Background: an optimization exercise with open tools, aiming at small area and few clock cycles per item. Do not read the settings as production practice.
RTL that was checked went through simulation tests only; none was proved equivalent to the original.
No activity file was given, so power comes from the tool's default toggle rates.

Design line_edit_receive_buffer, start of the top module:
module line_edit_receive_buffer (
    input  wire logic       i_clk,
    input  wire logic       i_rst_n,
    input  wire logic       i_valid,
    output logic            o_ready,
    input  wire logic       i_action,
    input  wire logic [7:0] i_rx_byte,
    output logic            o_valid,
    input  wire logic       i_ready,
    output logic [1:0]      o_kind,
    output logic [7:0]      o_out_byte,
    output logic            o_last,
    output logic [6:0]      o_line_count
);
==> module line_edit_receive_buffer, before the edit <==
module line_edit_receive_buffer (
    input  wire logic       i_clk,
    input  wire logic       i_rst_n,
    input  wire logic       i_valid,
    output logic            o_ready,
    input  wire logic       i_action,
    input  wire logic [7:0] i_rx_byte,
    output logic            o_valid,
    input  wire logic       i_ready,
    output logic [1:0]      o_kind,
    output logic [7:0]      o_out_byte,
    output logic            o_last,
    output logic [6:0]      o_line_count
);
    localparam logic [1:0] KIND_ECHO      = 2'd0;
    localparam logic [1:0] KIND_LINE      = 2'd1;
    localparam logic [1:0] KIND_EMPTY     = 2'd2;
    localparam logic [1:0] KIND_NOT_READY = 2'd3;
    logic       r_valid;
    logic       r_act;
    logic [7:0] r_byte;
    logic [6:0] r_fill;      
    logic       r_line;      
    logic       r_erase2;    
    logic [6:0] r_pos;       
    logic [7:0] r_rd;        
    logic        r_phase;
    logic [7:0]  r_mem [64];
    logic [7:0]  mem_d [64];
    logic [5:0]  slot;       
    logic [63:0] sel_n;      
    logic [63:0] wr_sel;     
    logic [7:0]  wr_x;
    logic        wr_en;
    logic [7:0]  rd_q;
    logic       is_term, is_erase, is_plain;
    logic       empty, full, drain, pos_last, erase1;
    logic       take, done;
    logic [6:0] fill_inc, pos_inc;
    assign is_term  = !r_act && (r_byte == 8'h0D || r_byte == 8'h0A);
    assign is_erase = !r_act && (r_byte == 8'h08 || r_byte == 8'h7F);
    assign is_plain = !r_act && !is_term && !is_erase;
    assign empty    = (r_fill == 7'd0);
    assign full     = r_fill[6];
    assign drain    = r_act && r_line && !empty;
    assign pos_last = (r_pos == r_fill);
    assign erase1   = is_erase && !r_erase2 && !empty;
    assign fill_inc = r_fill + 7'd1;
    assign pos_inc  = r_pos + 7'd1;
    always_comb begin
        o_valid      = r_valid;
        o_kind       = KIND_ECHO;
        o_out_byte   = r_byte;
        o_last       = 1'b1;
        o_line_count = 7'd0;
        if (r_act) begin
            o_out_byte = 8'h00;
            if (!r_line) begin
                o_kind = KIND_NOT_READY;
            end else if (empty) begin
                o_kind = KIND_EMPTY;
            end else begin
                o_kind       = KIND_LINE;
                o_out_byte   = r_rd;
                o_last       = pos_last;
                o_line_count = r_pos;
            end
        end else if (is_erase && !r_erase2) begin
            o_out_byte = 8'h7F;
            o_last     = empty;
        end
    end
    assign take    = r_valid && i_ready;
    assign done    = take && o_last;
    assign o_ready = !r_valid || done;
    assign wr_en = is_plain && !full;
    assign wr_x  = (r_act || full) ? 8'hFF : (r_byte ^ {8{r_phase}});
    assign slot  = r_act ? pos_inc[5:0] : fill_inc[5:0];
    lerb_slot_dec u_dec (
        .i_addr  (slot),
        .i_wr_en (wr_en),
        .o_sel_n (sel_n),
        .o_wr    (wr_sel)
    );
    for (genvar i = 0; i < 64; i++) begin : g_slot
        lerb_slot_next u_next (
            .i_q     (r_mem[i]),
            .i_wr    (wr_sel[i]),
            .i_sel_n (sel_n[i]),
            .i_x     (wr_x),
            .o_d     (mem_d[i])
        );
    end
    for (genvar b = 0; b < 8; b++) begin : g_col
        logic [63:0] col;
        for (genvar i = 0; i < 64; i++) begin : g_bit
            assign col[i] = r_mem[i][b];
        end
        lerb_read_col u_read (
            .i_q     (col),
            .i_sel_n (sel_n),
            .o_bit   (rd_q[b])
        );
    end
    always_ff @(posedge i_clk) begin
        if (!i_rst_n) begin
            r_phase <= 1'b0;
        end else begin
            r_phase <= !r_phase;
        end
    end
    always_ff @(posedge i_clk) begin
        for (int i = 0; i < 64; i++) begin
            r_mem[i] <= mem_d[i];
        end
    end
    always_ff @(posedge i_clk) begin
        if (empty && is_plain) begin
            r_rd <= r_byte;
        end else if (take && drain && !pos_last) begin
            r_rd <= rd_q ^ {8{r_phase}};
        end
    end
    always_ff @(posedge i_clk) begin
        if (o_ready) begin
            r_act  <= i_action;
            r_byte <= i_rx_byte;
        end
    end
    always_ff @(posedge i_clk) begin
        if (!i_rst_n) begin
            r_valid  <= 1'b0;
            r_fill   <= 7'd0;
            r_line   <= 1'b0;
            r_erase2 <= 1'b0;
            r_pos    <= 7'd1;
        end else begin
            if (o_ready) begin
                r_valid <= i_valid;
            end
            if (take) begin
                if (wr_en) begin
                    r_fill <= fill_inc;
                end
                if (is_term) begin
                    r_line <= 1'b1;
                end
                if (erase1) begin
                    r_fill   <= r_fill - 7'd1;
                    r_erase2 <= 1'b1;
                end
                if (done) begin
                    r_erase2 <= 1'b0;
                end
                if (r_act && r_line) begin
                    if (empty || pos_last) begin
                        r_line <= 1'b0;
                        r_fill <= 7'd0;
                        r_pos  <= 7'd1;
                    end else begin
                        r_pos  <= pos_inc;
                    end
                end
            end
        end
    end
endmodule
==> flow/config.mk <==
export PLATFORM = sky130hd
export DESIGN_NAME = line_edit_receive_buffer
export DESIGN_NICKNAME = line_edit_receive_buffer
export VERILOG_FILES = /design/flow/design.v
export SDC_FILE = /design/flow/constraint.sdc
export NUM_CORES = 4
export LEC_CHECK = 0
export CAP_MARGIN = 20
export CORE_MARGIN = 2
export CORE_UTILIZATION = 40
export SLEW_MARGIN = 20
==> flow/constraint.sdc <==
create_clock -name core_clock -period 4.5 [get_ports {i_clk}]
set_input_delay 0.9000 -clock core_clock [delete_from_list [all_inputs] [get_ports {i_clk}]]
set_output_delay 0.9000 -clock core_clock [all_outputs]
set_load 0.01 [all_outputs]
run.sh (not shown) runs the stock make flow with config.mk's settings and CLKGATE_MAP_FILE= SYNTH_SCRIPT=/design/flow/synth_recipe.tcl, a recipe that flattens the netlist after the stock synthesis.
The first run reached the layout checks and failed them: negative setup slack.
Rerun with:
--- a/flow/design.v
+++ b/flow/design.v
@@ -52,36 +52,36 @@
     logic       r_act;
     logic [7:0] r_byte;
     logic [6:0] r_fill;      
     logic       r_line;      
     logic       r_erase2;    
     logic [6:0] r_pos;       
-    logic [7:0] r_rd;        
-    logic        r_phase;
-    logic [7:0]  r_mem [64];
-    logic [7:0]  mem_d [64];
+    logic       r_phase;
+    logic [7:0] r_mem [64];
+    logic [7:0] mem_d [64];
     logic [5:0]  slot;       
     logic [63:0] sel_n;      
     logic [63:0] wr_sel;     
     logic [7:0]  wr_x;
     logic        wr_en;
     logic [7:0]  rd_q;
     logic       is_term, is_erase, is_plain;
     logic       empty, full, drain, pos_last, erase1;
     logic       take, done;
-    logic [6:0] fill_inc, pos_inc;
+    logic [6:0] fill_inc;
+    logic [7:0] rd_byte;
     assign is_term  = !r_act && (r_byte == 8'h0D || r_byte == 8'h0A);
     assign is_erase = !r_act && (r_byte == 8'h08 || r_byte == 8'h7F);
     assign is_plain = !r_act && !is_term && !is_erase;
     assign empty    = (r_fill == 7'd0);
     assign full     = r_fill[6];
     assign drain    = r_act && r_line && !empty;
     assign pos_last = (r_pos == r_fill);
     assign erase1   = is_erase && !r_erase2 && !empty;
     assign fill_inc = r_fill + 7'd1;
-    assign pos_inc  = r_pos + 7'd1;
+    assign rd_byte  = rd_q ^ {8{r_phase}};
     always_comb begin
         o_valid      = r_valid;
         o_kind       = KIND_ECHO;
         o_out_byte   = r_byte;
         o_last       = 1'b1;
         o_line_count = 7'd0;
@@ -90,27 +90,27 @@
             if (!r_line) begin
                 o_kind = KIND_NOT_READY;
             end else if (empty) begin
                 o_kind = KIND_EMPTY;
             end else begin
                 o_kind       = KIND_LINE;
-                o_out_byte   = r_rd;
+                o_out_byte   = rd_byte;
                 o_last       = pos_last;
                 o_line_count = r_pos;
             end
         end else if (is_erase && !r_erase2) begin
             o_out_byte = 8'h7F;
             o_last     = empty;
         end
     end
     assign take    = r_valid && i_ready;
     assign done    = take && o_last;
     assign o_ready = !r_valid || done;
-    assign wr_en = is_plain && !full;
-    assign wr_x  = (r_act || full) ? 8'hFF : (r_byte ^ {8{r_phase}});
-    assign slot  = r_act ? pos_inc[5:0] : fill_inc[5:0];
+    assign wr_en = take && is_plain && !full;
+    assign wr_x  = wr_en ? (r_byte ^ {8{r_phase}}) : 8'hFF;
+    assign slot  = r_act ? r_pos[5:0] : fill_inc[5:0];
     lerb_slot_dec u_dec (
         .i_addr  (slot),
         .i_wr_en (wr_en),
         .o_sel_n (sel_n),
         .o_wr    (wr_sel)
     );
@@ -144,19 +144,12 @@
     always_ff @(posedge i_clk) begin
         for (int i = 0; i < 64; i++) begin
             r_mem[i] <= mem_d[i];
         end
     end
     always_ff @(posedge i_clk) begin
-        if (empty && is_plain) begin
-            r_rd <= r_byte;
-        end else if (take && drain && !pos_last) begin
-            r_rd <= rd_q ^ {8{r_phase}};
-        end
-    end
-    always_ff @(posedge i_clk) begin
         if (o_ready) begin
             r_act  <= i_action;
             r_byte <= i_rx_byte;
         end
     end
     always_ff @(posedge i_clk) begin
@@ -168,13 +161,13 @@
             r_pos    <= 7'd1;
         end else begin
             if (o_ready) begin
                 r_valid <= i_valid;
             end
             if (take) begin
-                if (wr_en) begin
+                if (is_plain && !full) begin
                     r_fill <= fill_inc;
                 end
                 if (is_term) begin
                     r_line <= 1'b1;
                 end
                 if (erase1) begin
@@ -187,13 +180,13 @@
                 if (r_act && r_line) begin
                     if (empty || pos_last) begin
                         r_line <= 1'b0;
                         r_fill <= 7'd0;
                         r_pos  <= 7'd1;
                     end else begin
-                        r_pos  <= pos_inc;
+                        r_pos  <= r_pos + 7'd1;
                     end
                 end
             end
         end
     end
 endmodule
The new run produced a layout that fails on negative setup slack.
Clock skew went up by 6.9 ps.
Fmax went down by 6.4%.
Total power went down by 4.7%.
Final area went up by 11%.
Routed wire length went down by 2.7%.
Cell count went up by 2.8%.
Global-route usage went up by 0.92 points.
Testbench counts after the change, summed over its fixed seeds: cycles 36,371, items 20,000.
The RTL of the first run of this note was laid out without a check of its function.

## separate check: timing with driven ports
Ports are ideal in the flow. The routed layouts listed here were re-timed in OpenROAD.
Step 1 (the two cells are an assumption about what drives the block):
set clk [get_ports {i_clk}]
set_driving_cell -lib_cell sky130_fd_sc_hd__clkbuf_16 $clk
set_driving_cell -lib_cell sky130_fd_sc_hd__buf_2 [delete_from_list [all_inputs] $clk]
Step 2 also shifts input and output timing later by t, the mid clock arrival at the registers, as if the neighbouring blocks saw the same clock.
a / b / c = ideal ports / drivers / drivers and shift; a / b = the first two.
run	t (ns)	slack for setup (ns)	worst setup path after step 2	clock arrival spread, ns	worst slew at a driven data input, ns
the first run	0.675	-0.039 / -0.039 / -0.039	register to register	0.023 / 0.023	0.03
the second run	0.675	-0.347 / -0.407 / 0.269	register to output	0.033 / 0.033	0.03
